This is an optimization exercise on Yosys and OpenROAD, whose aim is small area, a short achievable clock period and few clock cycles, not a production implementation.
Function was checked by simulation only, so behaviour that the tests miss may differ from the original.

==> flow/design.v (excerpt) <==
module npu_ctrl #(
    parameter int unsigned N     = 4,
    parameter int unsigned KTAPS = 3
) (
    input  logic        clk,
    input  logic        rst_n,
    input  logic        npu_start_matrix_mul,
    input  logic        npu_start_conv,
    output logic        npu_done,
    output logic        busy,
    input  logic [63:0] a_base,
    input  logic [63:0] b_base,
    input  logic [63:0] c_base,
    output logic        mem_req,
    output logic        mem_we,
    output logic [63:0] mem_addr,
    output logic [63:0] mem_wdata,
    input  logic        mem_ready,
    input  logic        mem_rvalid,
    input  logic [63:0] mem_rdata
);
    logic        run_q, done_q, busy_q;
    logic        conv_q;              
    logic [63:0] ab_q, bb_q, cb_q;    
    logic start;
    assign start = npu_start_matrix_mul || npu_start_conv;
    function automatic logic [2:0] lastrd(input logic conv, input logic [3:0] e);
        lastrd = conv ? 3'd2 : (e[1:0] == 2'd3 && e[3:2] != 2'd3) ? 3'd7 : 3'd3;
    endfunction
    function automatic logic reload(input logic conv, input logic [3:0] e);
        reload = !conv && e[1:0] == 2'd3 && e[3:2] != 2'd3;
    endfunction
    logic        req_q, we_q;
    logic [63:0] addr_q;
    logic        ipre_q, ifin_q, iwr_q, iend_q;
    logic [3:0]  ie_q;
  ...
Size in the first run: roughly 7600 cells after synthesis, roughly 1100 flip-flops, about 390 I/O pins, roughly 84000 sq um of cells after synthesis.
==> flow/config.mk <==
export PLATFORM = sky130hd
export DESIGN_NAME = npu_ctrl
export DESIGN_NICKNAME = npu_ctrl
export VERILOG_FILES = /design/flow/design.v
export SDC_FILE = /design/flow/constraint.sdc
export NUM_CORES = 4
export LEC_CHECK = 0
export CAP_MARGIN = 20
export CORE_MARGIN = 2
export CORE_UTILIZATION = 68
export SLEW_MARGIN = 20
==> flow/constraint.sdc <==
create_clock -name core_clock -period 11.0 [get_ports {clk}]
set_input_delay 2.2000 -clock core_clock [delete_from_list [all_inputs] [get_ports {clk}]]
set_output_delay 2.2000 -clock core_clock [all_outputs]
set_load 0.01 [all_outputs]
standard.sh (not shown) runs the stock make flow with config.mk's settings and CLKGATE_MAP_FILE= SYNTH_SCRIPT=/design/flow/synth_recipe.tcl, a recipe that flattens the netlist after the stock synthesis.
==> flow/flow/run.sh <==
#!/bin/bash
bash standard.sh SETUP_SLACK_MARGIN=7.3 \
  "BUFFER_PORTS_ARGS=-buffer_cell sky130_fd_sc_hd__buf_1" \
  "CTS_ARGS=-sink_clustering_enable -repair_clock_nets -dont_use_dummy_load -sink_clustering_size 30 -sink_clustering_max_diameter 80" \
  finish > standard.log 2>&1
Testbench counts at the start, summed over its fixed seeds: cycles 7,988.
Rerun with:
==> flow/flow/run.sh (replaced) <==
#!/bin/bash
bash standard.sh SETUP_SLACK_MARGIN=8 \
  "BUFFER_PORTS_ARGS=-buffer_cell sky130_fd_sc_hd__buf_2" \
  "CTS_ARGS=-sink_clustering_enable -repair_clock_nets -dont_use_dummy_load -buf_list {sky130_fd_sc_hd__clkbuf_4 sky130_fd_sc_hd__clkbuf_8}" \
  finish > standard.log 2>&1
- CORE_UTILIZATION: 68 -> 40
Clock-buffer cell count came out higher by 132.
Wire length climbs by a quarter to a third.
Rerun with:
==> flow/flow/run.sh (replaced) <==
#!/bin/bash
bash standard.sh SETUP_SLACK_MARGIN=7.15 \
  "BUFFER_PORTS_ARGS=-buffer_cell sky130_fd_sc_hd__buf_2" \
  "CTS_ARGS=-sink_clustering_enable -repair_clock_nets -dont_use_dummy_load" \
  finish > standard.log 2>&1
- CORE_UTILIZATION: 40 -> 68
=> The changed run completed with no timing, DRC or antenna violations; worst setup slack is better by 0.015 ns; cell count fell by 16%; non-clock buffer count goes down by 528; routed wire length drops by 21%; maximum frequency is higher by 0.38%.
Rerun with:
==> flow/flow/run.sh (replaced) <==
#!/bin/bash
bash standard.sh SETUP_SLACK_MARGIN=7.3 \
  "BUFFER_PORTS_ARGS=-buffer_cell sky130_fd_sc_hd__buf_2" \
  "CTS_ARGS=-sink_clustering_enable -repair_clock_nets -dont_use_dummy_load" \
  finish > standard.log 2>&1
Outcome:
- sequential share of layout area falls by 0.12 points
- final area rises by 0.44%
- die area is unchanged

==> what the ideal ports hide <==
In the flow no input, the clock included, has a driving cell. The finished layouts below were timed again as built, in two steps.
Step 1 sets driving cells, clkbuf_16 on the clock port and buf_2 on the other inputs (assumed; they add their load-dependent delay and slew).
Step 2 also shifts input and output timing later by t, the mid clock arrival at the registers, as if the neighbouring blocks saw the same clock.
Three values: no drivers, after step 1, after step 2; two values: the first two.
| run | shift t [ns] | slack for setup (ns) | worst setup path at the end | latest minus earliest clock arrival (ns) | worst register clock-pin slew, ns |
|---|---|---|---|---|---|
| the first run | 0.760 | 7.216 / 7.216 / 6.570 | input to register | 0.106 / 0.106 | 0.12 / 0.12 |
| the second run | 1.022 | 7.075 / 6.988 / 6.930 | input to register | 0.137 / 0.137 | 0.07 / 0.07 |
| the third run | 0.786 | 7.090 / 7.090 / 6.546 | input to register | 0.124 / 0.124 | 0.06 / 0.06 |
| the fourth run | 0.823 | 7.236 / 7.212 / 6.614 | input to register | 0.098 / 0.098 | 0.07 / 0.07 |
After both steps setup and hold are still met in every run listed. For the first run, which loses most, drivers alone change the setup slack by 0.000 ns; drivers and shift together by -0.646 ns.
